This design comes from an exercise in tuning for small area, a short achievable clock period and few clock cycles per item on the open sky130 flow, not from production work.
In this exercise RTL edits were held to simulation tests only and were not proved equivalent to the original.
Power figures rest on the tool's default switching activity, not on a simulated workload.

===== design/flow/config.mk =====
export PLATFORM = sky130hd
export DESIGN_NAME = pcie_dma_top
export DESIGN_NICKNAME = pcie_dma_top
export VERILOG_FILES = /design/flow/design.v
export SDC_FILE = /design/flow/constraint.sdc
export NUM_CORES = 4
export LEC_CHECK = 0
export CAP_MARGIN = 20
export CORE_MARGIN = 2
export CORE_UTILIZATION = 65
export CTS_CLUSTER_DIAMETER = 60
export CTS_CLUSTER_SIZE = 20
export SETUP_SLACK_MARGIN = 3.0
export SLEW_MARGIN = 20

===== design/flow/constraint.sdc =====
create_clock -name core_clock -period 5.5 [get_ports {clk}]
set_input_delay 1.1000 -clock core_clock [delete_from_list [all_inputs] [get_ports {clk}]]
set_output_delay 1.1000 -clock core_clock [all_outputs]
set_load 0.01 [all_outputs]

===== design/flow/design.v =====
`timescale 1ns/1ns
`default_nettype none
module pcie_dma_top #(
    parameter int FDEPTH = 3           
)(
    input  wire          clk,
    input  wire          i_rst_n,
    input  wire [7:0]    i_cfg_pbus_num,
    input  wire [4:0]    i_cfg_pbus_dev_num,
    input  wire          i_axis_master_tvld,
    output logic         o_axis_master_trdy,
    input  wire [127:0]  i_axis_master_tdata,
    input  wire [3:0]    i_axis_master_tkeep,
    input  wire          i_axis_master_tlast,
    input  wire          i_axis_slave_trdy,
    output logic         o_axis_slave_tvld,
    output logic [127:0] o_axis_slave_tdata,
    output logic         o_axis_slave_tlast
);
    localparam int CAP = FDEPTH + 1;               
    localparam int NW  = $clog2(CAP + 3);
    localparam int PW  = (FDEPTH > 1) ? $clog2(FDEPTH) : 1;
    localparam int HW  = 16 + 8 + 5 + 3 + 2;       
    localparam int QW  = 32 + HW;                  
    logic          trdy_q;
    logic [31:0]   d1;
    logic [63:0]   oh1;        
    logic [HW-1:0] h1;         
    logic [3:0]    bw1;        
    logic          rv1;        
    logic          disc;       
    logic [12:0]   cfg_q;
    wire accept = i_axis_master_tvld && trdy_q;
    wire len1   = (i_axis_master_tdata[9:0] == 10'd1);
    wire ok0    = accept && !disc && i_axis_master_tlast && len1;
    wire acc_rd = accept && !i_axis_master_tdata[30];
    assign o_axis_master_trdy = trdy_q;
    always_ff @(posedge clk)
    begin
        d1    <= i_axis_master_tdata[127:96];
        for (int w = 0; w < 64; w++)
            oh1[w] <= (i_axis_master_tdata[71:66] == 6'(w));
        h1    <= {i_axis_master_tdata[63:48], i_axis_master_tdata[47:40],
                  i_axis_master_tdata[70:66], i_axis_master_tdata[22:20],
                  i_axis_master_tdata[13:12]};
        cfg_q <= {i_cfg_pbus_num, i_cfg_pbus_dev_num};
    end
    always_ff @(posedge clk or negedge i_rst_n)
    begin
        if (!i_rst_n)
        begin
            disc <= 1'b0;
            bw1  <= '0;
            rv1  <= 1'b0;
        end
        else
        begin
            if (accept)
                disc <= !i_axis_master_tlast;
            bw1 <= (ok0 && (i_axis_master_tdata[31:24] == 8'h40)) ? i_axis_master_tdata[35:32] : 4'h0;
            rv1 <= ok0 && (i_axis_master_tdata[31:24] == 8'h00);
        end
    end
    logic [63:0][31:0] mem;
    logic [31:0]       wdat;
    logic [63:0][3:0]  wen;
    assign wdat = d1 & {32{i_rst_n}};
    always_comb
    begin
        for (int w = 0; w < 64; w++)
            for (int b = 0; b < 4; b++)
                wen[w][b] = (oh1[w] && bw1[b]) || !i_rst_n;
    end
    always_ff @(posedge clk)
    begin
        for (int w = 0; w < 64; w++)
            for (int b = 0; b < 4; b++)
                if (wen[w][b])
                    mem[w][b*8 +: 8] <= wdat[b*8 +: 8];
    end
    logic [31:0]   rlo;
    logic [31:0]   rhi;
    logic [31:0]   rlo_d;
    logic [31:0]   rhi_d;
    logic [HW-1:0] h2;
    logic          rv2;
    always_comb
    begin
        rlo_d = '0;
        rhi_d = '0;
        for (int w = 0; w < 32; w++)
        begin
            rlo_d = rlo_d | (mem[w]      & {32{oh1[w]}});
            rhi_d = rhi_d | (mem[w + 32] & {32{oh1[w + 32]}});
        end
    end
    always_ff @(posedge clk)
    begin
        rlo <= rlo_d;
        rhi <= rhi_d;
        h2  <= h1;
    end
    wire [QW-1:0] p2 = {rlo | rhi, h2};
    wire          rd = rv2;
    logic          ov;
    logic [QW-1:0] od;
    logic [QW-1:0] fb [FDEPTH];
    logic [PW-1:0] wp;
    logic [PW-1:0] rp;
    logic [NW-1:0] fc;
    wire o_free   = !ov || i_axis_slave_trdy;
    wire f_empty  = (fc == '0);
    wire o_from_f = o_free && !f_empty;
    wire o_from_p = o_free && f_empty && rd;
    wire f_push   = rd && !o_from_p;
    wire f_pop    = o_from_f;
    wire pop      = ov && i_axis_slave_trdy;
    wire [NW-1:0] held  = NW'(ov) + NW'(fc) + NW'(rv2) + NW'(rv1);
    wire          k_lo  = (held <= NW'(CAP - 2));
    wire          k_one = (held == NW'(CAP - 1));
    wire          k_top = (held == NW'(CAP));
    wire          room  = k_lo || (k_one && (pop || !acc_rd)) || (k_top && pop && !acc_rd);
    always_ff @(posedge clk or negedge i_rst_n)
    begin
        if (!i_rst_n)
        begin
            trdy_q <= 1'b0;
            rv2    <= 1'b0;
            ov     <= 1'b0;
            wp     <= '0;
            rp     <= '0;
            fc     <= '0;
        end
        else
        begin
            trdy_q <= room;
            rv2    <= rv1;
            ov     <= o_from_f || o_from_p || (ov && !i_axis_slave_trdy);
            if (f_push)
                wp <= (wp == PW'(FDEPTH - 1)) ? '0 : wp + 1'b1;
            if (f_pop)
                rp <= (rp == PW'(FDEPTH - 1)) ? '0 : rp + 1'b1;
            case ({f_push, f_pop})
                2'b10:   fc <= fc + 1'b1;
                2'b01:   fc <= fc - 1'b1;
                default: fc <= fc;
            endcase
        end
    end
    always_ff @(posedge clk)
    begin
        od <= ({QW{o_from_f}} & fb[rp])
            | ({QW{o_from_p}} & p2)
            | ({QW{ov && !i_axis_slave_trdy}} & od);
        if (f_push)
            fb[wp] <= p2;
    end
    always_comb
    begin
        o_axis_slave_tdata          = '0;
        o_axis_slave_tdata[127:96]  = od[QW-1 -: 32];           
        o_axis_slave_tdata[95:80]   = od[33:18];                
        o_axis_slave_tdata[79:72]   = od[17:10];                
        o_axis_slave_tdata[70:64]   = {od[9:5], 2'b00};         
        o_axis_slave_tdata[63:48]   = {cfg_q, 3'b000};          
        o_axis_slave_tdata[43:32]   = 12'd4;                    
        o_axis_slave_tdata[31:24]   = 8'h4a;                    
        o_axis_slave_tdata[22:20]   = od[4:2];                  
        o_axis_slave_tdata[13:12]   = od[1:0];                  
        o_axis_slave_tdata[9:0]     = 10'd1;                    
    end
    assign o_axis_slave_tvld  = ov;
    assign o_axis_slave_tlast = 1'b1;
endmodule
`default_nettype wire

===== design/flow/run.sh =====
#!/bin/bash
# synth_recipe.tcl (not shown) runs the flow's synth.tcl, then flattens the netlist and writes it again
# the make line also repeats each setting of config.mk as NAME=value (left out here)
make -C /OpenROAD-flow-scripts/flow DESIGN_CONFIG=/design/flow/config.mk WORK_HOME=/design/flow/orfs CLKGATE_MAP_FILE= SYNTH_SCRIPT=/design/flow/synth_recipe.tcl finish

==> flow_summary_export.csv, run 1 <==
group,metric,value,unit
run_status,outcome,"finished clean",
pwr,power.leakage,33.1,nW
die,core_area,0.139,mm2
timing,fin_crit_sh,45.7,%
synth,yosysTopAreaCellShare,74.2,%
critical_path,cp-start-kind,"flip-flop",
timing,rsz0062_at_grt,"yes",
synth,yosysSeqAreaShare,81.4,%
detailed_routing,postRouteAntennaNets,0,
detailed_routing,dr.pass1.iters,6,
critical_path,worstPathRequired,6.16,ns
detailed_routing,dr_wl_met3,34.4,mm
grt,antenna_found_initial,19,
detailed_routing,via_count,52100,
detailed_routing,drtIter0Drc,8514,
detailed_routing,wl_met1,94.0,mm
synth,synth_edf_count,2246,
pwr,switchingPower,8.93,mW
timing,tightestPinTransition,1.12,ns
placement,gp_congestion,0.869,
synth,yosys.area_share.simple,5.98,%
synth,syn_area,0.0909,mm2
pwr,vdd_ir_drop_max,0.332,mV
critical_path,cp_max_fo,36,
die,initial_utilization,65.3,%
grt,grt_max_degree,86,
detailed_routing,drc,0,
pwr,sw_frac_of_total,23.1,%
timing,slew_viol_final,0,
synth,synth_cells,5387,
die,placementRows,137,
die,die_x,378,um
placement,portBuffers,187,
critical_path,cp-end-kind,"flip-flop",
synth,ys_seq_elements,2569,
timing,slew-limit-headroom,25.3,%
timing,fmax,398,MHz
pwr,clockPowerShare,31.1,%
timing,tns,0,ns
pwr,internal-power,29.7,mW
die,die_area,0.143,mm2
detailed_routing,routedWlPerCell,33.7,um
grt,track_usage,35.4,%
placement,dp_slack,1.69,ns
timing,setup_slack,2.99,ns
pwr,seqPwrFrac,61.4,%
synth,yosys_warnings,1,
critical_path,rr_worst_depth,4,
synth,synth_compound_area_share,9.67,%
die,dieHeight,378,um
detailed_routing,routed.top_layer,"met5",
detailed_routing,viasPerCell,6.96,
finish,fin_nets,5635,
job,maxCapViolations,0,
die,io_pins,281,
worst_hold_path,holdPathStages,0,
worst_hold_path,hp-class,"flip-flop to flip-flop",
pwr,p_total,38.7,mW
synth,syn_area_per_cell,16.9,um2
cts,cts_buffer_depth,3,
cts,insertion_delay,0.81,ns
cts,cts_tree,"yes",
pwr,combPwrFrac,7.5,%
synth,yosys.cell_types.count,50,
grt,grt_pass1_wl,354,mm
grt,gr-total-overflow,0,
cts,cts_buffers,157,
critical_path,critPathKind,"flip-flop to flip-flop",
timing,setup_viol,0,
timing,fin_skew,0.0309,ns
synth,synth.top_cells.by_area,"edfxtp_1 74%, a22oi_1 8.5%, dfxtp_1 6.8%",
synth,async_reset_ff_share,0.623,%
placement,dp_hpwl,148,mm
finish,fin_util,71.2,%
grt,grt_pass1_vias,48800,
detailed_routing,routed_wl,252,mm
timing,period_needed,2.51,ns
finish,fin_area,0.0992,mm2
placement,postPlaceCellArea,0.0944,mm2
finish,fillers,8902,
synth,synth-main-ff-cell,"edfxtp_1",
timing,finalHoldViolations,0,
critical_path,crit_arrival,3.17,ns
cts,htreeDepth,4,
synth,synth.largest_area_cell,"edfxtp_1",
synth,synthAdderAreaFrac,0.0936,%
cts,cts-root-buf,"clkbuf_16",
pwr,power.density,390,mW/mm2
cts,clock-sinks,2569,
synth,synth_xor_area_share,0.0385,%
detailed_routing,wl_met2,117,mm
finish,area_growth,9.03,%
synth,muxShareOfSynthArea,0.517,%
finish,drive_above_1_share,10.5,%
synth,synth_top_family_by_area,"compound AO/OA/AOI/OAI gates",
cts,path_clk_slew,0.09,ns
## kinds of logic (layout without fill, tap and decap cells)
kind of cell             Yosys count  after routing
multiplexers                      47             47
buffers and inverters            444            614
flip-flops                      2569           2569
AO/OA/AOI/OAI                   1173           1173
XOR/XNOR                           4              4
other                              2             55
AND/OR/NAND/NOR                 1143           1144
adder cells (fa/ha/maj)            5              5
## metrics by stage
step                instances  hold WS, ns
floorplan                5435        0.310
global placement         7189        0.310
detailed placement       7189        0.312
CTS                      7479        0.307
global route             7485        0.333
finish                   7487        0.326
## flip-flops by register name, indices dropped and copies added, names as in the netlist
signal and cells:
rv1 1, rp 2, ov 1, h1 34, fb 198, trdy_q 1, od 66, rhi 32
fc 3, h2 34, wp 2, mem 2048, d1 32, disc 1, oh1 64, cfg_q 13
rv2 1, rlo 32, bw1 4
## layer usage
layer	up-vias	GRT usage, %
li1	21500	-
met1	26400	51.5
met2	3757	54.6
met3	464	8.24
met4	22	9.40
met5	-	0
## timing repair
action / 4_1_cts / 5_1_grt
hold buffers: 0 / 0
pin swaps: 3 / 2
buffers inserted: 3 / 3
gates cloned: 2 / 0
gates resized for setup: 310 / 29
setup endpoints to repair: 171 / 99
## area by class of cell
class / count / area (um2) / area share [%]
Multi-Input combinational cell: 2423 / 15200 / 15.3
Antenna cell: 5 / 12.5 / 0.0126
Clock buffer: 240 / 4500 / 4.54
Sequential cell: 2569 / 74100 / 74.8
Tap cell: 1876 / 2350 / 2.37
Inverter: 28 / 121 / 0.122
Timing Repair Buffer: 300 / 2500 / 2.52
Clock inverter: 45 / 360 / 0.363
Timing Repair inverter: 1 / 8.76 / 0.00883
## cell usage after synthesis (33+ instances only)
cell type,number
nor2_1,90
mux2i_1,47
a222oi_1,34
edfxtp_1,2246
buf_2,162
buf_4,54
nand4_1,256
clkbuf_1,174
nand2_1,632
or2_2,33
o21ai_0,33
dfxtp_1,307
a22oi_1,1031
or4_1,64
## worst paths after layout
path / from / end / slack (ns)
setup / recovery: oh1[27]$_DFF_P_ / rlo[29]$_DFF_P_ / 2.99
hold / removal: h1[7]$_DFF_P_ / h2[7]$_DFF_P_ / 0.33
setup reg to reg: oh1[27]$_DFF_P_ / rlo[29]$_DFF_P_ / 2.99
hold reg to reg: h1[7]$_DFF_P_ / h2[7]$_DFF_P_ / 0.33
max in group asynchronous: i_rst_n / rv2$_DFF_PN0_ / 4.28
min in group asynchronous: i_rst_n / bw1[2]$_DFF_PN0_ / 0.36
## layout by cell type, fill, tap and decap left out, types with 9 or more instances in the layout
master and instances:
a21oi_1 23, dfxtp_2 91, o211ai_1 23, buf_4 108, nand4_1 256, inv_6 15
inv_1 27, edfxtp_1 2246, clkbuf_1 65, o21ai_0 33, clkbuf_8 9, mux2i_1 47
clkdlybuf4s50_1 104, and2_2 23, or4_1 64, dfrtp_1 9, a22oi_1 1031, a22o_1 13
nor2_1 90, clkbuf_2 10, conb_1 50, or2_2 33, a222oi_1 34, clkbuf_16 165
clkdlybuf4s15_2 16, nand2_1 632, buf_2 52, dfxtp_1 213, and2_4 9
## critical path: stages, from the launching register on
cell     delay (ns)
dfxtp_2        0.32
buf_4          0.33
a22oi_1        0.67
nand4_1        0.39
or4_1          0.65
## power by group through the flow
stage / combinational (mW) / clock (mW) / sequential [mW]
after floorplan: 1.60 / 0 / 23.9
final: 2.90 / 12.0 / 23.7
after global routing: 3.10 / 12.8 / 23.9
after CTS: 2.82 / 12.1 / 23.8
after global placement: 2.88 / 0 / 24.1
after detailed placement: 2.93 / 0 / 24.2
Testbench counts, summed over its fixed seeds: cycles 17,095, items 16,000.
==> inputs of run 2 (changes only) <==
--- a/design/flow/design.v
+++ b/design/flow/design.v
@@ -29,2 +29,4 @@
     logic [3:0]    bw1;        
+    logic [3:0]    wq1;        
+    logic [15:0]   wl1;        
     logic          rv1;        
@@ -39,3 +41,2 @@
     begin
-        d1    <= i_axis_master_tdata[127:96];
         for (int w = 0; w < 64; w++)
@@ -52,4 +53,4 @@
             disc <= 1'b0;
-            bw1  <= '0;
             rv1  <= 1'b0;
+            d1   <= '0;
         end
@@ -59,4 +60,21 @@
                 disc <= !i_axis_master_tlast;
+            rv1 <= ok0 && (i_axis_master_tdata[31:24] == 8'h00);
+            d1  <= i_axis_master_tdata[127:96];
+        end
+    end
+    always_ff @(posedge clk or negedge i_rst_n)
+    begin
+        if (!i_rst_n)
+        begin
+            bw1 <= '1;
+            wq1 <= '1;
+            wl1 <= '1;
+        end
+        else
+        begin
             bw1 <= (ok0 && (i_axis_master_tdata[31:24] == 8'h40)) ? i_axis_master_tdata[35:32] : 4'h0;
-            rv1 <= ok0 && (i_axis_master_tdata[31:24] == 8'h00);
+            for (int q = 0; q < 4; q++)
+                wq1[q] <= (i_axis_master_tdata[71:70] == 2'(q));
+            for (int l = 0; l < 16; l++)
+                wl1[l] <= (i_axis_master_tdata[69:66] == 4'(l));
         end
@@ -64,5 +82,3 @@
     logic [63:0][31:0] mem;
-    logic [31:0]       wdat;
     logic [63:0][3:0]  wen;
-    assign wdat = d1 & {32{i_rst_n}};
     always_comb
@@ -71,3 +87,3 @@
             for (int b = 0; b < 4; b++)
-                wen[w][b] = (oh1[w] && bw1[b]) || !i_rst_n;
+                wen[w][b] = wq1[w / 16] && wl1[w % 16] && bw1[b];
     end
@@ -78,3 +94,3 @@
                 if (wen[w][b])
-                    mem[w][b*8 +: 8] <= wdat[b*8 +: 8];
+                    mem[w][b*8 +: 8] <= d1[b*8 +: 8];
     end
==> design/flow/flow/run.sh (new file) <==
#!/bin/bash
set -euo pipefail
bash standard.sh \
  "BUFFER_PORTS_ARGS=-buffer_cell sky130_fd_sc_hd__buf_2" \
  "CTS_ARGS=-sink_clustering_enable -repair_clock_nets -sink_clustering_size 20 -sink_clustering_max_diameter 60 -dont_use_dummy_load" \
  finish > standard_flow.log 2>&1
==> design/flow/standard.sh (new file) <==
#!/bin/bash
# synth_recipe.tcl (not shown) runs the flow's synth.tcl, then flattens the netlist and writes it again
# the make line also repeats each setting of config.mk as NAME=value (left out here)
make -C /OpenROAD-flow-scripts/flow DESIGN_CONFIG=/design/flow/config.mk WORK_HOME=/design/flow/orfs CLKGATE_MAP_FILE= SYNTH_SCRIPT=/design/flow/synth_recipe.tcl "${@:-finish}"
--- a/design/flow/config.mk
+++ b/design/flow/config.mk
@@ -12,3 +12,3 @@
 export CTS_CLUSTER_SIZE = 20
-export SETUP_SLACK_MARGIN = 3.0
+export SETUP_SLACK_MARGIN = 3.2
 export SLEW_MARGIN = 20
removed: design/flow/run.sh
==> run 2 against run 1 <==
Non-clock buffer count grew 14. Global-route usage rose by 2.9 points. Clock skew increased by 0.023 ns. Setup slack better by 0.085 ns. Critical path type is now flip-flop to output port.
==> flow_summary_export.csv, run 2 <==
group,metric,value,unit
cts,cts_buffers,158,
cts,cts_buffer_depth,3,
grt,grt_pass1_vias,49300,
finish,area_growth,8.45,%
placement,dpl.cell_count,6979,
worst_hold_path,hp-class,"primary input to async pin",
detailed_routing,postRouteAntennaNets,0,
synth,ys_seq_elements,2589,
critical_path,r2r-start,"wq1[0]$_DFF_PN1_",
grt,gr-total-overflow,0,
finish,regMostFlops,"mem",
synth,yosys_warnings,1,
run_status,outcome,"finished clean",
grt,track_usage,38.3,%
placement,dp_hpwl,152,mm
synth,synth-main-ff-cell,"edfxtp_1",
finish,mostFrequentLayoutCell,"edfxtp_1",
critical_path,critPathKind,"flip-flop to output port",
die,io_pins,281,
timing,slew-limit-headroom,30.4,%
die,core_area,0.139,mm2
grt,antenna_found_initial,20,
pwr,vdd_ir_drop_max,0.345,mV
critical_path,crit_family,"flip-flops",
die,initial_utilization,65.5,%
timing,timing.hold.ws,0.124,ns
cts,path_clk_slew,0.08,ns
timing,finalHoldViolations,0,
synth,synth.largest_area_cell,"edfxtp_1",
cts,htreeDepth,4,
timing,fmax,412,MHz
placement,portBuffers,187,
synth,async_reset_ff_share,2.63,%
timing,tightestPinTransition,1.04,ns
timing,fin_skew,0.0542,ns
critical_path,reg2reg_slack,3.15,ns
critical_path,timing.rr.end,"mem[427]$_DFFE_PP_",
timing,setup_viol,0,
cts,cts_tree,"yes",
grt,grt_max_degree,90,
synth,yosysSeqAreaShare,81.9,%
timing,slew_viol_final,0,
job,maxCapViolations,0,
finish,stdcell_count,7171,
synth,syn_area,0.0912,mm2
detailed_routing,routedWlPerCell,38.2,um
die,die_x,379,um
pwr,power.leakage,32.3,nW
die,dieHeight,379,um
cts,cts-root-buf,"clkbuf_16",
cts,clock-sinks,2589,
critical_path,max_stage_delay,0.41,ns
cts,cts_hold_buf,0,
detailed_routing,dr.pass1.iters,6,
synth,syn_area_per_cell,17.7,um2
critical_path,cp-end-kind,"output port",
finish,fin_nets,5447,
critical_path,cp.depth,1,
detailed_routing,routed_wl,274,mm
grt,grt_pass1_wl,376,mm
finish,drive_above_1_share,15.0,%
critical_path,cp-start-kind,"flip-flop",
pwr,power.density,363,mW/mm2
critical_path,crit_chain,"buf_6",
critical_path,cp_num_buf_inv,1,
critical_path,crit_arrival,1.33,ns
synth,yosysTopAreaCellShare,73.9,%
detailed_routing,drtIter0Drc,9343,
finish,fin_util,71.0,%
synth,synth_commonest_cells,"2,246 x edfxtp_1, 1,024 x a22oi_1, 320 x nand4_1",
cts,insertion_delay,0.83,ns
timing,tns,0,ns
critical_path,cp-startpoint,"ov$_DFF_PN0_",
finish,layout_common_cells,"2,246 x edfxtp_1, 1,024 x a22oi_1, 320 x nand4_1",
timing,fin_crit_sh,44.1,%
placement,gp_congestion,0.864,
critical_path,worstPathRequired,4.40,ns
synth,yosysMostFrequentCell,"edfxtp_1",
synth,yosys.cell_types.count,43,
synth,synth.top_cells.by_area,"edfxtp_1 74%, a22oi_1 8.4%, dfxtp_1 6.0%",
finish,largest_reg_flops,2048,
finish,largestRegisters,"mem (2048), fb (198), od (66)",
detailed_routing,viasPerCell,7.40,
synth,synth_cells,5146,
synth,synth_edf_count,2246,
die,die_area,0.143,mm2
critical_path,rr_worst_depth,2,
timing,period_needed,2.43,ns
critical_path,cp_slowest_cell,"dfrtp_2",
pwr,p_total,35.9,mW
detailed_routing,drc,0,
detailed_routing,via_count,53100,
timing,rsz0062_at_grt,"yes",
die,placementRows,137,
critical_path,critical_path.endpoint,"o_axis_slave_tvld",
critical_path,cp_max_fo,2,
run 2: cell count changes after synthesis, sizes merged, moves of 34 or more:
cell and delta:
clkbuf +141, nand4 +64, nand2 -527, a221o +37
and3 +252, buf -178, a222oi -34
run 2: how the worst min path moves through the flow:
stage                   endpoint  slack [ns]           start  cells after the start
6_report       rp[0]$_DFFE_PN0P_        0.12         i_rst_n                      1
5_1_grt            rv2$_DFF_PN0_        0.11         i_rst_n                      1
4_1_cts            rv2$_DFF_PN0_        0.08         i_rst_n                      1
3_5_place_dp      h2[27]$_DFF_P_        0.31  h1[27]$_DFF_P_                      0
3_3_place_gp      h2[23]$_DFF_P_        0.31  h1[23]$_DFF_P_                      0
2_1_floorplan      h2[0]$_DFF_P_        0.31   h1[0]$_DFF_P_                      0
run 2: repair_timing:
action,in CTS,in global routing
pin swaps,2,5
gates resized for setup,205,27
buffers inserted,10,16
setup endpoints to repair,843,247
gates cloned,2,1
run 2: through the flow:
step	cell area (um2)	setup slack (ns)
finish	98900	3.07
global route	98900	3.04
floorplan	91500	1.84
detailed placement	94000	2.07
CTS	98700	3.02
global placement	94000	2.11
run 2: final cells by class:
class                           instances  area [um2]
Timing Repair Buffer                  314        2350
Sequential cell                      2589       74900
Antenna cell                            5        12.5
Inverter                               26        97.6
Tap cell                             1876        2350
Clock buffer                          158        3950
Multi-Input combinational cell       2203       15200
Fill cell                            8828       40400
run 2: routing by layer:
layer | routed length [um] | vias to the layer above | global-route usage [%] | part of all wire [%]
li1 | - | 21000 | - | -
met3 | 43100 | 606 | 11.7 | 16
met4 | 10800 | 10 | 13.1 | 3.9
met1 | 99100 | 27100 | 55.5 | 36
met5 | 52 | - | 0 | 0.019
met2 | 121000 | 4269 | 56.0 | 44
run 2: logic make-up after synthesis:
family / synth area share (%)
XOR/XNOR: 0.0384
multiplexers: 0.529
AO/OA/AOI/OAI: 9.42
buffers and inverters: 1.89
adder cells (fa/ha/maj): 0.0933
flip-flops: 81.9
AND/OR/NAND/NOR: 6.15
other: 0.00823
run 2: power by group:
| group | total, mW | switching [mW] | internal [mW] | leakage, nW |
|---|---|---|---|---|
| registers | 22.3 | 0.533 | 21.8 | 23.2 |
| logic | 2.64 | 1.47 | 1.16 | 7.06 |
| clock network | 11.0 | 5.87 | 5.09 | 1.95 |
Testbench counts of run 2, summed over its fixed seeds: cycles 17,095, items 16,000.
==> inputs of run 3 (changes only) <==
--- a/design/flow/design.v
+++ b/design/flow/design.v
@@ -26,3 +26,2 @@
     logic [31:0]   d1;
-    logic [63:0]   oh1;        
     logic [HW-1:0] h1;         
@@ -41,4 +40,2 @@
     begin
-        for (int w = 0; w < 64; w++)
-            oh1[w] <= (i_axis_master_tdata[71:66] == 6'(w));
         h1    <= {i_axis_master_tdata[63:48], i_axis_master_tdata[47:40],
@@ -81,2 +78,8 @@
     end
+    logic [63:0] oh1;
+    always_comb
+    begin
+        for (int w = 0; w < 64; w++)
+            oh1[w] = wq1[w / 16] && wl1[w % 16];
+    end
     logic [63:0][31:0] mem;
@@ -87,3 +90,3 @@
             for (int b = 0; b < 4; b++)
-                wen[w][b] = wq1[w / 16] && wl1[w % 16] && bw1[b];
+                wen[w][b] = oh1[w] && bw1[b];
     end
==> design/flow/flow/run.sh (replaced) <==
#!/bin/bash
set -euo pipefail
bash standard.sh \
  "BUFFER_PORTS_ARGS=-buffer_cell sky130_fd_sc_hd__buf_2" \
  "CTS_ARGS=-sink_clustering_enable -repair_clock_nets -sink_clustering_size 25 -sink_clustering_max_diameter 70 -dont_use_dummy_load" \
  finish > standard_flow.log 2>&1
--- a/design/flow/config.mk
+++ b/design/flow/config.mk
@@ -9,6 +9,6 @@
 export CORE_MARGIN = 2
-export CORE_UTILIZATION = 65
-export CTS_CLUSTER_DIAMETER = 60
-export CTS_CLUSTER_SIZE = 20
-export SETUP_SLACK_MARGIN = 3.2
+export CORE_UTILIZATION = 72
+export CTS_CLUSTER_DIAMETER = 70
+export CTS_CLUSTER_SIZE = 25
+export SETUP_SLACK_MARGIN = 3.1
 export SLEW_MARGIN = 20
==> run 3 against run 2 <==
Now fails the layout checks on antenna rules. Wire length shrank 22%. Synthesized cell count shrank 2.5%. First-iteration DRC count shrank 18%. Clock skew shrank 0.0015 ns. Synthesized area shrank 0.39%. Global-route usage shrank 5.9 points. Critical path depth is the same. Flip-flop and latch count shrank 64. Highest routed layer unchanged. Sequential power shrank 2%. Combinational power grew 2%.
==> flow_summary_export.csv, run 3 <==
group,metric,value,unit
synth,yosys.cell_types.count,47,
cts,htreeDepth,4,
grt,gr-total-overflow,0,
timing,fin_skew,0.0527,ns
job,maxCapViolations,0,
finish,area_growth,7.15,%
detailed_routing,via_count,49100,
run_status,violations,"antenna rules",
pwr,clockPowerShare,28.8,%
grt,antenna_found_initial,12,
pwr,power.density,353,mW/mm2
pwr,seqPwrFrac,63.4,%
synth,yosysMostFrequentCell,"edfxtp_1",
finish,fin_area,0.0974,mm2
finish,fillers,6743,
placement,gp_congestion,0.783,
timing,setup_slack,3.07,ns
synth,syn_area,0.0909,mm2
placement,dpl.cell_count,6536,
pwr,switchingPower,7.58,mW
die,io_pins,281,
timing,tns,0,ns
cts,insertion_delay,0.80,ns
critical_path,cp-end-kind,"output port",
die,core_area,0.125,mm2
finish,fin_nets,5215,
pwr,combPwrFrac,7.8,%
finish,stdcell_count,6716,
detailed_routing,routedWlPerCell,31.7,um
detailed_routing,routed_wl,213,mm
synth,yosysSeqAreaShare,80.8,%
synth,synth-main-ff-cell,"edfxtp_1",
critical_path,cp-start-kind,"flip-flop",
run_status,outcome,"failed layout checks",
synth,yosysTopAreaCellShare,74.2,%
synth,synth_edf_count,2246,
cts,cts_buffers,136,
pwr,vdd_ir_drop_max,0.386,mV
timing,fmax,411,MHz
placement,dp_hpwl,112,mm
critical_path,reg2reg_slack,3.09,ns
timing,tightestPinTransition,1.02,ns
finish,drive_above_1_share,12.4,%
cts,cts_tree,"yes",
critical_path,crit_chain,"buf_2",
grt,grt_pass1_wl,306,mm
critical_path,crit_family,"flip-flops",
synth,yosys_warnings,1,
synth,ys_seq_elements,2525,
die,dieHeight,359,um
placement,postPlaceCellArea,0.0927,mm2
die,die_area,0.129,mm2
critical_path,cp_slowest_cell,"dfrtp_1",
finish,largest_reg_flops,2048,
placement,dp_slack,2.04,ns
cts,cts_hold_buf,0,
detailed_routing,postRouteAntennaNets,1,
timing,fin_crit_sh,44.2,%
die,placementRows,130,
die,die_x,359,um
cts,clock-sinks,2525,
synth,async_reset_ff_share,2.69,%
finish,mostFrequentLayoutCell,"edfxtp_1",
placement,portBuffers,187,
detailed_routing,drc,0,
critical_path,cp_num_buf_inv,1,
critical_path,critPathKind,"flip-flop to output port",
critical_path,crit_arrival,1.33,ns
cts,cts-root-buf,"clkbuf_16",
grt,grt_pass1_vias,46400,
critical_path,cp_max_fo,3,
synth,syn_area_per_cell,18.1,um2
finish,largestRegisters,"mem (2048), fb (198), od (66)",
synth,synth.largest_area_cell,"edfxtp_1",
worst_hold_path,hp-class,"flip-flop to flip-flop",
finish,layout_common_cells,"2,246 x edfxtp_1, 488 x a22o_1, 379 x a22oi_1",
cts,path_clk_slew,0.08,ns
pwr,sw_frac_of_total,22.1,%
synth,synth_commonest_cells,"2,246 x edfxtp_1, 488 x a22o_1, 379 x a22oi_1",
timing,setup_viol,0,
pwr,power.leakage,32.1,nW
finish,regMostFlops,"mem",
detailed_routing,drtIter0Drc,7667,
pwr,p_total,34.4,mW
synth,synth_cells,5015,
timing,slew-limit-headroom,31.9,%
timing,period_needed,2.43,ns
grt,grt_max_degree,98,
timing,finalHoldViolations,0,
critical_path,max_stage_delay,0.41,ns
detailed_routing,viasPerCell,7.31,
die,initial_utilization,72.5,%
critical_path,worstPathRequired,4.40,ns
cts,cts_buffer_depth,3,
grt,track_usage,32.3,%
timing,rsz0062_at_grt,"yes",
pwr,internal-power,26.8,mW
timing,slew_viol_final,0,
synth,synth.top_cells.by_area,"edfxtp_1 74%, a22o_1 4.7%, dfxtp_1 4.6%",
detailed_routing,dr.pass1.iters,6,
run 3: cell types whose count changed after synthesis, moves of 22 or more:
cell      change
dfxtp_1      -64
buf_2        +76
clkbuf_1     -77
a221oi_1    +290
or4_1        -66
nor2_1       -58
nand4_1     -160
nand2_1      +87
a22o_1      +488
a22oi_1     -645
and2_1       -37
a221oi_2     +22
buf_1        +27
run 3: worst paths after layout:
path / from / to / cells after the start
max: ov$_DFF_PN0_ / o_axis_slave_tvld / 1
min: h1[13]$_DFF_P_ / h2[13]$_DFF_P_ / 0
max reg2reg: wl1[4]$_DFF_PN1_ / rlo[7]$_DFF_P_ / 5
min reg2reg: h1[13]$_DFF_P_ / h2[13]$_DFF_P_ / 0
max in group asynchronous: i_rst_n / d1[29]$_DFF_PN0_ / 1
min in group asynchronous: i_rst_n / d1[7]$_DFF_PN0_ / 1
run 3: final cells by class:
| cell class | count | area, um2 | share of cell area [%] |
|---|---|---|---|
| Sequential cell | 2525 | 73600 | 75.6 |
| Antenna cell | 8 | 20.0 | 0.0206 |
| Multi-Input combinational cell | 2098 | 15700 | 16.1 |
| Clock buffer | 136 | 3400 | 3.50 |
| Tap cell | 1650 | 2060 | 2.12 |
| Inverter | 8 | 32.5 | 0.0334 |
| Timing Repair Buffer | 291 | 2540 | 2.60 |
run 3: per-stage QoR:
| stage | util [%] | hold WS, ns |
|---|---|---|
| 6_report | 77.6 | 0.318 |
| 4_1_cts | 77.4 | 0.322 |
| 5_1_grt | 77.6 | 0.327 |
| 3_5_place_dp | 73.9 | 0.312 |
| 2_1_floorplan | - | 0.310 |
| 3_3_place_gp | 73.9 | 0.311 |
run 3: cells by family (layout without fill, tap and decap cells):
| family | count (synthesis) | after routing | share of synthesized area, % |
|---|---|---|---|
| buf+inv | 440 | 435 | 2.33 |
| flops | 2525 | 2525 | 80.8 |
| fa+ha+maj | 5 | 5 | 0.0936 |
| compound gates | 1289 | 1289 | 11.9 |
| other cells | 2 | 58 | 0.00826 |
| simple gates | 700 | 700 | 4.28 |
| mux | 50 | 50 | 0.551 |
| xor+xnor | 4 | 4 | 0.0386 |
run 3: timing repair:
| item | in CTS | in global routing |
|---|---|---|
| buffers inserted | 28 | 6 |
| hold endpoints to repair | 0 | 0 |
| cloned | 2 | 0 |
| endpoints found under the setup margin | 1453 | 415 |
| pin swaps | 5 | 5 |
| gates resized for setup | 135 | 41 |
run 3: layer usage:
metal	GRT usage (%)	share of wire, %	vias to the layer above
met5	0	0.011	-
li1	-	-	20600
met2	50.8	48	2979
met3	5.05	11	331
met1	48.7	39	25200
met4	8.34	2.6	4
run 3: power by group through the flow:
stage	Clock (mW)	Sequential (mW)	Combinational (mW)
3_3_place_gp	0	22.2	2.30
3_5_place_dp	0	22.2	2.36
2_1_floorplan	0	22.0	1.43
5_1_grt	10.6	21.8	2.88
6_report	9.89	21.8	2.68
4_1_cts	9.94	21.8	2.63
Testbench counts of run 3, summed over its fixed seeds: cycles 17,095, items 16,000.
==> inputs of run 4 (changes only) <==
==> design/flow/flow/run.sh (replaced) <==
#!/bin/bash
set -uo pipefail

RES=orfs/results/sky130hd/pcie_dma_top/base
REP=orfs/reports/sky130hd/pcie_dma_top/base

attempt() {
  local n=$1; shift
  bash standard.sh \
    "BUFFER_PORTS_ARGS=-buffer_cell sky130_fd_sc_hd__buf_2" \
    "CTS_ARGS=-sink_clustering_enable -repair_clock_nets -sink_clustering_size 25 -sink_clustering_max_diameter 70 -dont_use_dummy_load" \
    "$@" finish > standard_flow_$n.log 2>&1 || return 1
  [[ -f out/final.def ]] || return 1
  printf 'read_db %s/6_final.odb\nputs "BENCHFLOW antennas [check_antennas]"\n' $RES > check_$n.tcl
  openroad -no_init -exit check_$n.tcl > check_$n.log 2>&1 || return 1
  grep -q "^BENCHFLOW antennas 0$" check_$n.log || return 1
  # the detailed router's own violation report is empty when it left none
  [[ ! -s $REP/5_route_drc.rpt ]] || return 1
  return 0
}

if attempt 1; then
  exit 0
fi
mv orfs orfs_try1
rm -f out/final.def
attempt 2 CORE_UTILIZATION=70
--- a/design/flow/config.mk
+++ b/design/flow/config.mk
@@ -9,3 +9,3 @@
 export CORE_MARGIN = 2
-export CORE_UTILIZATION = 72
+export CORE_UTILIZATION = 80
 export CTS_CLUSTER_DIAMETER = 70
==> run 4 against run 3 <==
Now clean on timing, DRC and antenna. Cell area fell by 1.0%. Non-clock buffer count fell by 20. Register-to-register slack got worse by 0.21 ns. Global-route usage rose by 3.7 points. Largest power group unchanged. Highest routed layer unchanged. First-iteration DRC count rose by 12%. Sequential share of layout area rose by 0.78 points. Synthesized area did not move.
==> flow_summary_export.csv, run 4 <==
group,metric,value,unit
timing,tns,0,ns
die,dieHeight,341,um
critical_path,cp-start-kind,"flip-flop",
finish,seq_area,0.0736,mm2
grt,antenna_found_initial,11,
cts,htreeDepth,3,
placement,portBuffers,187,
synth,syn_area,0.0909,mm2
finish,fin_nets,5178,
finish,layout_common_cells,"2,246 x edfxtp_1, 488 x a22o_1, 379 x a22oi_1",
critical_path,max_stage_delay,0.49,ns
cts,cts-root-buf,"clkbuf_16",
timing,setup_viol,0,
detailed_routing,via_count,49600,
die,initial_utilization,80.7,%
finish,fin_area,0.0963,mm2
synth,yosys_warnings,1,
critical_path,cp_slowest_cell,"dfstp_4",
grt,busiest_layer,"met2",
job,maxCapViolations,0,
die,die_x,341,um
cts,clock-sinks,2525,
detailed_routing,viasPerCell,7.61,
finish,fillers,4753,
critical_path,critPathKind,"flip-flop to flip-flop",
die,core_area,0.113,mm2
critical_path,worstPathRequired,6.11,ns
placement,dp_hpwl,111,mm
timing,fin_crit_sh,47.7,%
grt,track_usage,36.1,%
critical_path,r2r-start,"wl1[2]$_DFF_PN1_",
finish,area_growth,6.03,%
detailed_routing,drtIter0Drc,8605,
run_status,outcome,"finished clean",
pwr,p_total,33.4,mW
timing,tightestPinTransition,1.15,ns
grt,gr-total-overflow,0,
critical_path,cp-end-kind,"flip-flop",
finish,regMostFlops,"mem",
pwr,clockPowerShare,27.4,%
placement,gp_congestion,0.821,
critical_path,cp-startpoint,"wl1[2]$_DFF_PN1_",
critical_path,crit_arrival,3.23,ns
pwr,switchingPower,7.42,mW
grt,grt_pass1_vias,47300,
synth,yosys.cell_types.count,47,
critical_path,crit_chain,"buf_12 > a22o_1 > a221oi_1 > nand4_1 > a22o_1",
cts,insertion_delay,0.76,ns
critical_path,cp_max_fo,144,
critical_path,rr_worst_depth,5,
pwr,seqPwrFrac,65.4,%
worst_hold_path,hold-path-endpoint,"h2[17]$_DFF_P_",
finish,fin_util,85.5,%
die,placementRows,123,
synth,synth.largest_area_cell,"edfxtp_1",
critical_path,timing.rr.end,"rhi[26]$_DFF_P_",
synth,synth_commonest_cells,"2,246 x edfxtp_1, 488 x a22o_1, 379 x a22oi_1",
grt,gr-usage-met2,57.0,%
timing,fmax,381,MHz
cts,cts_hold_buf,0,
synth,syn_area_per_cell,18.1,um2
pwr,internal-power,26.0,mW
critical_path,reg2reg_slack,2.88,ns
synth,synth_edf_count,2246,
critical_path,cp_common_cell,"a22o_1",
timing,fin_skew,0.0387,ns
finish,multi_input_area,0.0156,mm2
synth,yosysTopAreaCellShare,74.2,%
grt,grt_max_degree,145,
timing,slew_viol_final,0,
detailed_routing,dr.pass1.iters,8,
detailed_routing,drc,0,
cts,path_clk_slew,0.10,ns
placement,dpl.cell_count,6370,
cts,cts_buffer_depth,3,
grt,grt.met3_usage,6.94,%
die,io_pins,281,
cts,cts_buffers,119,
synth,synth-main-ff-cell,"edfxtp_1",
finish,drive_above_1_share,10.9,%
finish,stdcell_count,6524,
cts,cts_tree,"yes",
placement,postPlaceCellArea,0.0924,mm2
pwr,sw_frac_of_total,22.2,%
pwr,power.density,347,mW/mm2
detailed_routing,routed_wl,213,mm
timing,finalHoldViolations,0,
pwr,power.leakage,31.7,nW
synth,async_reset_ff_share,2.69,%
timing,period_needed,2.62,ns
timing,slew-limit-headroom,22.8,%
synth,yosysSeqAreaShare,80.8,%
worst_hold_path,hold_start,"h1[17]$_DFF_P_",
finish,largest_reg_flops,2048,
finish,mostFrequentLayoutCell,"edfxtp_1",
worst_hold_path,hp-class,"flip-flop to flip-flop",
grt,grt_pass1_wl,306,mm
worst_hold_path,holdPathStages,0,
die,die_area,0.116,mm2
pwr,vdd_ir_drop_max,0.387,mV
pwr,combPwrFrac,7.2,%
timing,rsz0062_at_grt,"yes",
synth,synth.top_cells.by_area,"edfxtp_1 74%, a22o_1 4.7%, dfxtp_1 4.6%",
finish,largestRegisters,"mem (2048), fb (198), od (66)",
detailed_routing,routedWlPerCell,32.7,um
synth,yosysMostFrequentCell,"edfxtp_1",
grt,grtUsageMet1,52.8,%
synth,synth_cells,5015,
synth,ys_seq_elements,2525,
detailed_routing,postRouteAntennaNets,0,
[run 4: repair_timing]
action,CTS,global route
resized for setup,47,29
buffers inserted,22,8
cloned,2,0
hold endpoints to repair,0,0
endpoints found under the setup margin,1547,311
pin swaps,0,1
[run 4: area by class of cell]
class	instances	share of cell area, %
Sequential cell	2525	76.4
Multi-Input combinational cell	2098	16.2
Clock buffer	119	3.09
Timing Repair Buffer	271	2.28
Tap cell	1500	1.95
Inverter	8	0.0338
Antenna cell	3	0.00779
[run 4: worst max-delay path by stage]
| stage | endpoint | slack [ns] | depth (start not counted) |
|---|---|---|---|
| finish | rhi[26]$_DFF_P_ | 2.88 | 5 |
| global route | fb[0][65]$_DFFE_PP_ | 2.85 | 5 |
| global placement | fc[2]$_DFFE_PN0P_ | 2.08 | 11 |
| floorplan | fb[1][0]$_DFFE_PP_ | 1.85 | 4 |
| CTS | fb[0][62]$_DFFE_PP_ | 2.95 | 3 |
| detailed placement | od[11]$_DFF_P_ | 2.01 | 8 |
[run 4: kinds of logic (layout without fill, tap and decap cells)]
group                      after synthesis  count (layout)  share of synthesized area (%)
DFF                                   2525            2525                           80.8
adders and majority gates                5               5                         0.0936
muxes                                   50              50                          0.551
other                                    2              53                        0.00826
and+or+nand+nor                        700             700                           4.28
xor gates and xnor gates                 4               4                         0.0386
buffers and inverters                  440             398                           2.33
AOI/OAI and AO/OA                     1289            1289                           11.9
[run 4: layer usage]
metal	vias to the layer above	share of wire, %
met5	-	0.010
met4	4	3.7
met3	474	14
met2	3807	48
met1	24800	35
li1	20500	-
[run 4: worst max-delay path, delay by kind of cell, from the launching register on]
kind	cells	cell delay (ns)
compound gates	3	1.08
flops	1	0.49
simple gates	1	0.31
buf+inv	1	0.22
[run 4: power by group through the flow]
| stage | Combinational (mW) | Sequential, mW | Clock [mW] |
|---|---|---|---|
| floorplan | 1.43 | 22.0 | 0 |
| detailed placement | 2.21 | 22.3 | 0 |
| global route | 2.59 | 21.9 | 9.76 |
| CTS | 2.35 | 21.9 | 9.13 |
| global placement | 2.13 | 22.3 | 0 |
| finish | 2.41 | 21.9 | 9.15 |
[run 4: stage by stage]
stage | worst slack, ns | hold WS, ns
after floorplan | 1.85 | 0.310
after global placement | 2.08 | 0.310
after detailed placement | 2.01 | 0.312
after CTS | 2.95 | 0.326
after global routing | 2.85 | 0.330
final | 2.88 | 0.331
==> inputs of run 5 (changes only) <==
--- a/design/flow/design.v
+++ b/design/flow/design.v
@@ -30,2 +30,3 @@
     logic [15:0]   wl1;        
+    logic [63:0]   oh1;        
     logic          rv1;        
@@ -40,2 +41,4 @@
     begin
+        for (int w = 0; w < 64; w++)
+            oh1[w] <= (i_axis_master_tdata[71:66] == 6'(w));
         h1    <= {i_axis_master_tdata[63:48], i_axis_master_tdata[47:40],
@@ -78,8 +81,2 @@
     end
-    logic [63:0] oh1;
-    always_comb
-    begin
-        for (int w = 0; w < 64; w++)
-            oh1[w] = wq1[w / 16] && wl1[w % 16];
-    end
     logic [63:0][31:0] mem;
@@ -90,3 +87,3 @@
             for (int b = 0; b < 4; b++)
-                wen[w][b] = oh1[w] && bw1[b];
+                wen[w][b] = wq1[w / 16] && wl1[w % 16] && bw1[b];
     end
@@ -99,8 +96,6 @@
     end
-    logic [31:0]   rlo;
-    logic [31:0]   rhi;
-    logic [31:0]   rlo_d;
-    logic [31:0]   rhi_d;
-    logic [HW-1:0] h2;
-    logic          rv2;
+    logic [31:0] rlo;
+    logic [31:0] rhi;
+    logic [31:0] rlo_d;
+    logic [31:0] rhi_d;
     always_comb
@@ -119,9 +114,8 @@
         rhi <= rhi_d;
-        h2  <= h1;
     end
-    wire [QW-1:0] p2 = {rlo | rhi, h2};
-    wire          rd = rv2;
+    wire [31:0] r2 = rlo | rhi;
     logic          ov;
     logic [QW-1:0] od;
-    logic [QW-1:0] fb [FDEPTH];
+    logic [HW-1:0] fh [FDEPTH];    
+    logic [31:0]   fd [FDEPTH];    
     logic [PW-1:0] wp;
@@ -129,10 +123,10 @@
     logic [NW-1:0] fc;
-    wire o_free   = !ov || i_axis_slave_trdy;
-    wire f_empty  = (fc == '0);
-    wire o_from_f = o_free && !f_empty;
-    wire o_from_p = o_free && f_empty && rd;
-    wire f_push   = rd && !o_from_p;
-    wire f_pop    = o_from_f;
-    wire pop      = ov && i_axis_slave_trdy;
-    wire [NW-1:0] held  = NW'(ov) + NW'(fc) + NW'(rv2) + NW'(rv1);
+    logic          dv2;            
+    logic [PW-1:0] ds;
+    wire head_new  = dv2 && (fc == NW'(1));
+    wire o_free    = !ov || i_axis_slave_trdy;
+    wire f_pop     = o_free && (fc != '0);
+    wire f_push    = rv1;
+    wire pop       = ov && i_axis_slave_trdy;
+    wire [NW-1:0] held  = NW'(ov) + NW'(fc) + NW'(rv1);
     wire          k_lo  = (held <= NW'(CAP - 2));
@@ -146,3 +140,2 @@
             trdy_q <= 1'b0;
-            rv2    <= 1'b0;
             ov     <= 1'b0;
@@ -151,2 +144,4 @@
             fc     <= '0;
+            dv2    <= 1'b0;
+            ds     <= '0;
         end
@@ -155,6 +150,9 @@
             trdy_q <= room;
-            rv2    <= rv1;
-            ov     <= o_from_f || o_from_p || (ov && !i_axis_slave_trdy);
+            ov     <= f_pop || (ov && !i_axis_slave_trdy);
+            dv2    <= f_push;
             if (f_push)
+            begin
+                ds <= wp;
                 wp <= (wp == PW'(FDEPTH - 1)) ? '0 : wp + 1'b1;
+            end
             if (f_pop)
@@ -170,7 +168,8 @@
     begin
-        od <= ({QW{o_from_f}} & fb[rp])
-            | ({QW{o_from_p}} & p2)
+        od <= ({QW{f_pop}} & {head_new ? r2 : fd[rp], fh[rp]})
             | ({QW{ov && !i_axis_slave_trdy}} & od);
         if (f_push)
-            fb[wp] <= p2;
+            fh[wp] <= h1;
+        if (dv2)
+            fd[ds] <= r2;
     end
--- a/design/flow/flow/run.sh
+++ b/design/flow/flow/run.sh
@@ -26,2 +26,2 @@
 rm -f out/final.def
-attempt 2 CORE_UTILIZATION=70
+attempt 2 CORE_UTILIZATION=62
--- a/design/flow/config.mk
+++ b/design/flow/config.mk
@@ -9,6 +9,6 @@
 export CORE_MARGIN = 2
-export CORE_UTILIZATION = 80
+export CORE_UTILIZATION = 70
 export CTS_CLUSTER_DIAMETER = 70
 export CTS_CLUSTER_SIZE = 25
-export SETUP_SLACK_MARGIN = 3.1
+export SETUP_SLACK_MARGIN = 3.15
 export SLEW_MARGIN = 20
==> run 5 against run 4 <==
Still clean on timing, DRC and antenna. Critical path depth is 1 lower. Clock power rose by 8.0%. Worst hold slack got worse by 0.16 ns. Wire length grew 17%. Global-route usage up 1.9 points. Register-to-register slack gained 0.20 ns. Die area up 14%. Sequential share of layout area up 0.22 points. Critical path type unchanged. Largest cell class unchanged.
==> flow_summary_export.csv, run 5 <==
group,metric,value,unit
finish,largestRegisters,"mem (2048), fh (102), fd (96)",
finish,regMostFlops,"mem",
synth,synth_commonest_cells,"2,246 x edfxtp_1, 1,024 x a22oi_1, 284 x clkbuf_1",
timing,slew_viol_final,0,
pwr,clockPowerShare,28.7,%
cts,cts-root-buf,"clkbuf_16",
critical_path,cp-end-kind,"flip-flop",
die,core_area,0.128,mm2
die,io_pins,281,
timing,setup_viol,0,
synth,synth.largest_area_cell,"edfxtp_1",
critical_path,cp-start-kind,"flip-flop",
pwr,vdd_ir_drop_max,0.377,mV
synth,synth_edf_count,2246,
critical_path,crit_chain,"buf_4 > a22oi_1 > nand4_1 > or4_1",
synth,yosysMostFrequentCell,"edfxtp_1",
timing,tns,0,ns
cts,insertion_delay,0.80,ns
grt,grt_max_degree,83,
synth,synth.top_cells.by_area,"edfxtp_1 75%, a22oi_1 8.5%, dfxtp_1 5.3%",
pwr,power.density,355,mW/mm2
critical_path,cp_slowest_cell,"dfxtp_1",
synth,async_reset_ff_share,2.74,%
timing,rsz0062_at_grt,"yes",
grt,antenna_found_initial,21,
timing,fmax,413,MHz
detailed_routing,drtIter0Drc,8970,
die,dieHeight,363,um
pwr,combPwrFrac,7.1,%
timing,setup_slack,3.08,ns
grt,track_usage,37.9,%
grt,gr-total-overflow,0,
pwr,power.leakage,31.7,nW
detailed_routing,routedWlPerCell,36.5,um
placement,dp_hpwl,146,mm
run_status,outcome,"finished clean",
detailed_routing,postRouteAntennaNets,0,
critical_path,max_stage_delay,0.69,ns
finish,layout_common_cells,"2,246 x edfxtp_1, 1,024 x a22oi_1, 258 x nand4_1",
finish,mostFrequentLayoutCell,"edfxtp_1",
timing,period_needed,2.42,ns
synth,yosys.cell_types.count,43,
placement,gp_congestion,0.869,
cts,htreeDepth,4,
grt,grt_pass1_vias,47700,
pwr,sw_frac_of_total,21.6,%
placement,portBuffers,187,
pwr,switchingPower,7.44,mW
die,initial_utilization,70.7,%
timing,slew-limit-headroom,19.6,%
detailed_routing,drc,0,
pwr,seqPwrFrac,64.2,%
detailed_routing,dr.pass1.iters,6,
grt,grt_pass1_wl,347,mm
synth,ys_seq_elements,2557,
synth,yosysSeqAreaShare,81.9,%
cts,clock-sinks,2557,
cts,cts_buffers,133,
synth,syn_area,0.0904,mm2
detailed_routing,viasPerCell,7.50,
job,maxCapViolations,0,
timing,fin_skew,0.0557,ns
critical_path,cp_max_fo,17,
cts,path_clk_slew,0.09,ns
cts,cts_tree,"yes",
timing,fin_crit_sh,44.0,%
finish,fin_nets,5312,
die,die_area,0.132,mm2
detailed_routing,routed_wl,249,mm
pwr,internal-power,27.0,mW
timing,tightestPinTransition,1.21,ns
timing,timing.hold.ws,0.169,ns
synth,synth-main-ff-cell,"edfxtp_1",
timing,finalHoldViolations,0,
critical_path,crit_arrival,3.08,ns
finish,area_growth,7.25,%
synth,yosys_warnings,1,
placement,dp_slack,2.47,ns
critical_path,worstPathRequired,6.16,ns
finish,drive_above_1_share,13.1,%
synth,synth_cells,5024,
critical_path,critPathKind,"flip-flop to flip-flop",
synth,syn_area_per_cell,18.0,um2
die,die_x,363,um
synth,yosysTopAreaCellShare,74.6,%
cts,cts_hold_buf,0,
pwr,p_total,34.4,mW
worst_hold_path,hp-class,"primary input to async pin",
cts,cts_buffer_depth,3,
die,placementRows,131,
finish,largest_reg_flops,2048,
detailed_routing,via_count,51200,
## run 5: cell types whose count changed in the layout (fill, tap and decap cells not counted), moves of 89 or more
cell      delta
nand2_1    -108
a22o_1     -454
a22oi_1    +645
a221oi_1   -282
nand4_1     +98
nor2_1      +89
## run 5: power by group through the flow
stage | Clock [mW] | Sequential (mW) | Combinational (mW)
detailed placement | 0 | 22.4 | 2.07
global route | 10.5 | 22.1 | 2.64
global placement | 0 | 22.4 | 2.02
finish | 9.88 | 22.1 | 2.45
floorplan | 0 | 22.3 | 1.26
CTS | 9.92 | 22.1 | 2.39
## run 5: worst paths after layout
check	from	end	slack (ns)	depth (start not counted)
worst min-delay path	i_rst_n	rv1$_DFF_PN0_	0.17	1
min in group core_clock	i_axis_master_tdata[43]	h1[13]$_DFF_P_	0.41	1
worst max register to register	oh1[18]$_DFF_P_	rlo[26]$_DFF_P_	3.08	4
worst max-delay path	oh1[18]$_DFF_P_	rlo[26]$_DFF_P_	3.08	4
worst min register to register	h1[5]$_DFF_P_	fh[2][5]$_DFFE_PP_	0.45	0
max in group asynchronous	i_rst_n	d1[15]$_DFF_PN0_	4.20	2
## run 5: repair_timing
item / CTS / global route
setup endpoints to repair: 85 / 60
gates resized for setup: 136 / 10
setup buffers: 20 / 6
## run 5: area by class of cell
type / count / area (um2)
fillers: 7250 / 30900
flip-flops and latches: 2557 / 74300
diodes: 12 / 30.0
inverters: 57 / 214
well taps: 1662 / 2080
multi-input cells: 2099 / 14800
clock buffers: 133 / 3330
repair buffers: 307 / 2250
## run 5: logic make-up after synthesis
| group | synth area share, % |
|---|---|
| AO/OA/AOI/OAI | 9.63 |
| XOR/XNOR | 0.0388 |
| adder cells (fa/ha/maj) | 0.105 |
| buffers and inverters | 2.02 |
| flip-flops | 81.9 |
| multiplexers | 1.15 |
| other | 0.00831 |
| AND/OR/NAND/NOR | 5.12 |
## run 5: critical path: cells and delay by family, from the launching register on
family,cells,cell delay [ns]
buffers and inverters,1,0.43
AOI/OAI and AO/OA,1,0.23
and+or+nand+nor,2,0.92
DFF,1,0.69
## run 5: metrics by stage
step / util (%) / cell area, um2 / cells
after floorplan: - / 90600 / 5072
after global placement: 72.6 / 92800 / 6654
after detailed placement: 72.6 / 92800 / 6654
after CTS: 75.7 / 96700 / 6807
after global routing: 75.8 / 96900 / 6815
final: 75.8 / 96900 / 6827
## run 5: layer usage
metal  vias to the layer above  wire (um)  global-route usage (%)
li1                      20500          -                       -
met1                     25800      88800                    55.9
met2                      4250     111000                    55.3
met3                       572      38800                    10.4
met4                        26      10800                    14.5
met5                         -        174                       0
Testbench counts of run 5, summed over its fixed seeds: cycles 17,095, items 16,000.
==> inputs of run 6 (changes only) <==
--- a/design/flow/flow/run.sh
+++ b/design/flow/flow/run.sh
@@ -26,2 +26,2 @@
 rm -f out/final.def
-attempt 2 CORE_UTILIZATION=62
+attempt 2 CORE_UTILIZATION=58
--- a/design/flow/config.mk
+++ b/design/flow/config.mk
@@ -9,6 +9,6 @@
 export CORE_MARGIN = 2
-export CORE_UTILIZATION = 70
+export CORE_UTILIZATION = 65
 export CTS_CLUSTER_DIAMETER = 70
 export CTS_CLUSTER_SIZE = 25
-export SETUP_SLACK_MARGIN = 3.15
+export SETUP_SLACK_MARGIN = 3.3
 export SLEW_MARGIN = 20
==> run 6 against run 5 <==
Still clean on timing, DRC and antenna. Global-route usage decreased by 2.3 points. Wire length increased by 1.4%. Cell area rose by 0.70%. Maximum frequency fell by 0.75%. Utilization shrank 4.9 points. Synthesized cell count is the same. Largest power group unchanged.
==> flow_summary_export.csv, run 6 <==
group,metric,value,unit
run_status,outcome,"finished clean",
timing,finalHoldViolations,0,
cts,clock-sinks,2557,
cts,cts_hold_buf,0,
detailed_routing,viasPerCell,7.27,
critical_path,cp_slowest_cell,"dfrtp_1",
placement,dp_slack,2.36,ns
synth,synth.top_cells.by_area,"edfxtp_1 75%, a22oi_1 8.5%, dfxtp_1 5.3%",
die,die_area,0.142,mm2
grt,gr-total-overflow,0,
synth,synth.largest_area_cell,"edfxtp_1",
synth,yosysSeqAreaShare,81.9,%
detailed_routing,routedWlPerCell,36.3,um
timing,slew-limit-headroom,19.2,%
critical_path,crit_arrival,1.34,ns
synth,yosys.cell_types.count,43,
cts,insertion_delay,0.78,ns
timing,fmax,410,MHz
finish,regMostFlops,"mem",
detailed_routing,postRouteAntennaNets,0,
die,io_pins,281,
grt,grt_pass1_wl,351,mm
detailed_routing,drtIter0Drc,8000,
cts,path_clk_slew,0.09,ns
grt,track_usage,35.6,%
timing,rsz0062_at_grt,"yes",
timing,slew_viol_final,0,
detailed_routing,dr.pass1.iters,6,
die,initial_utilization,65.7,%
pwr,power.leakage,31.8,nW
job,maxCapViolations,0,
die,core_area,0.138,mm2
placement,portBuffers,187,
synth,synth_cells,5024,
synth,yosysTopAreaCellShare,74.6,%
critical_path,cp_num_buf_inv,1,
critical_path,critPathKind,"flip-flop to output port",
grt,grt_pass1_vias,47200,
finish,drive_above_1_share,16.2,%
critical_path,crit_family,"flip-flops",
cts,htreeDepth,4,
die,placementRows,136,
placement,gp_congestion,0.853,
finish,layout_common_cells,"2,246 x edfxtp_1, 1,022 x a22oi_1, 258 x nand4_1",
die,die_x,377,um
timing,setup_viol,0,
timing,period_needed,2.44,ns
synth,yosysMostFrequentCell,"edfxtp_1",
detailed_routing,via_count,50700,
synth,async_reset_ff_share,2.74,%
synth,syn_area_per_cell,18.0,um2
cts,cts_tree,"yes",
cts,cts_buffer_depth,3,
critical_path,crit_chain,"buf_2",
pwr,vdd_ir_drop_max,0.517,mV
worst_hold_path,hp-class,"primary input to async pin",
critical_path,rr_worst_depth,1,
critical_path,cp-start-kind,"flip-flop",
timing,fin_skew,0.0481,ns
synth,synth_commonest_cells,"2,246 x edfxtp_1, 1,024 x a22oi_1, 284 x clkbuf_1",
synth,yosys_warnings,1,
detailed_routing,drc,0,
grt,antenna_found_initial,16,
synth,synth_edf_count,2246,
placement,dp_hpwl,147,mm
grt,grt_max_degree,89,
timing,tightestPinTransition,1.21,ns
finish,largestRegisters,"mem (2048), fh (102), fd (96)",
synth,synth-main-ff-cell,"edfxtp_1",
detailed_routing,routed_wl,253,mm
finish,area_growth,8.00,%
finish,mostFrequentLayoutCell,"edfxtp_1",
timing,tns,0,ns
finish,fillers,8668,
critical_path,worstPathRequired,4.40,ns
synth,syn_area,0.0904,mm2
cts,cts_buffers,138,
pwr,power.density,356,mW/mm2
timing,setup_slack,3.06,ns
critical_path,cp-end-kind,"output port",
die,dieHeight,377,um
critical_path,cp_max_fo,3,
timing,fin_crit_sh,44.3,%
critical_path,cp.depth,1,
cts,cts-root-buf,"clkbuf_16",
critical_path,max_stage_delay,0.42,ns
finish,fin_nets,5326,
finish,largest_reg_flops,2048,
synth,ys_seq_elements,2557,
## run 6: stage by stage
stage | instance area, um2 | std cells | util (%) | hold slack [ns] | power, mW
4_1_cts | 97300 | 6950 | 70.7 | 0.118 | 34.7
3_3_place_gp | 93000 | 6787 | 67.6 | 0.423 | 24.5
2_1_floorplan | 90600 | 5072 | - | 0.421 | 23.6
5_1_grt | 97600 | 6961 | 70.9 | 0.133 | 35.7
3_5_place_dp | 93000 | 6787 | 67.6 | 0.433 | 24.5
6_report | 97600 | 6974 | 70.9 | 0.157 | 34.7
## run 6: final cells by class
type	instances	area, um2	share of cell area [%]
clock buffers	138	3450	3.54
diodes	13	32.5	0.0333
multi-input cells	2100	15000	15.3
well taps	1794	2240	2.30
repair buffers	315	2420	2.48
flip-flops and latches	2557	74300	76.1
inverters	57	214	0.219
## run 6: cells by family after synthesis
kind of cell / after synthesis / share of synthesized area, %
DFF: 2557 / 81.9
muxes: 100 / 1.15
adders and majority gates: 7 / 0.105
xor gates and xnor gates: 4 / 0.0388
AOI/OAI and AO/OA: 1136 / 9.63
buffers and inverters: 416 / 2.02
and+or+nand+nor: 802 / 5.12
other: 2 / 0.00831
## run 6: power breakdown
group	leakage (nW)	internal, mW	switching (mW)
Clock	1.70	4.48	5.61
Sequential	23.0	21.5	0.476
Combinational	7.11	1.23	1.43
## run 6: what timing repair did
item,CTS,global route
resized for setup,213,87
cloned,1,0
setup buffers,24,9
setup endpoints to repair,924,529
pin swaps,1,4
## run 6: path summary, 6_finish.rpt
path | from | endpoint | slack (ns)
worst min-delay path | i_rst_n | ov$_DFF_PN0_ | 0.16
max in group asynchronous | i_rst_n | d1[15]$_DFF_PN0_ | 4.15
min in group core_clock | i_axis_master_tdata[109] | d1[13]$_DFF_PN0_ | 0.41
worst max-delay path | trdy_q$_DFF_PN0_ | o_axis_master_trdy | 3.06
worst max register to register | wl1[15]$_DFF_PN1_ | mem[1525]$_DFFE_PP_ | 3.21
worst min register to register | h1[9]$_DFF_P_ | fh[0][9]$_DFFE_PP_ | 0.45
## run 6: per-layer routing
| layer | vias up | GRT usage [%] | share of wire, % | wire, um |
|---|---|---|---|---|
| met5 | - | 0 | 0.041 | 103 |
| met4 | 14 | 12.0 | 3.6 | 9160 |
| met3 | 453 | 7.84 | 13 | 33600 |
| met2 | 3713 | 52.8 | 45 | 113000 |
| met1 | 26000 | 53.4 | 38 | 96800 |
| li1 | 20600 | - | - | - |

==> port drivers added, routing unchanged <==
In the flow no input, the clock included, has a driving cell. The finished layouts below were timed again as built, in two steps.
Step 1, drivers: a clkbuf_16 drives clk and a buf_2 each remaining input, both assumed.
Step 2, shift: input delay + t, output delay - t, t = (earliest + latest rising clock arrival at the registers) / 2. This alone moves slack from input paths to output paths.
a / b / c = ideal / step 1 / step 2; a / b = the first two.
run	shift t [ns]	slack for setup (ns)	clock arrival spread, ns	worst register clock-pin slew, ns
run 1	0.884	2.988 / 2.964 / 2.188	0.036 / 0.036	0.09 / 0.09
run 2	0.877	3.073 / 2.993 / 2.541	0.063 / 0.064	0.08 / 0.08
run 3	0.861	3.069 / 2.987 / 2.385	0.054 / 0.055	0.10 / 0.10
run 4	0.811	2.879 / 2.879 / 2.194	0.054 / 0.054	0.10 / 0.10
run 5	0.849	3.082 / 3.027 / 2.566	0.058 / 0.058	0.10 / 0.10
run 6	0.848	3.063 / 2.978 / 2.717	0.062 / 0.062	0.10 / 0.10
For run 1, which loses most, drivers alone change the setup slack by -0.024 ns; drivers and shift together by -0.800 ns.
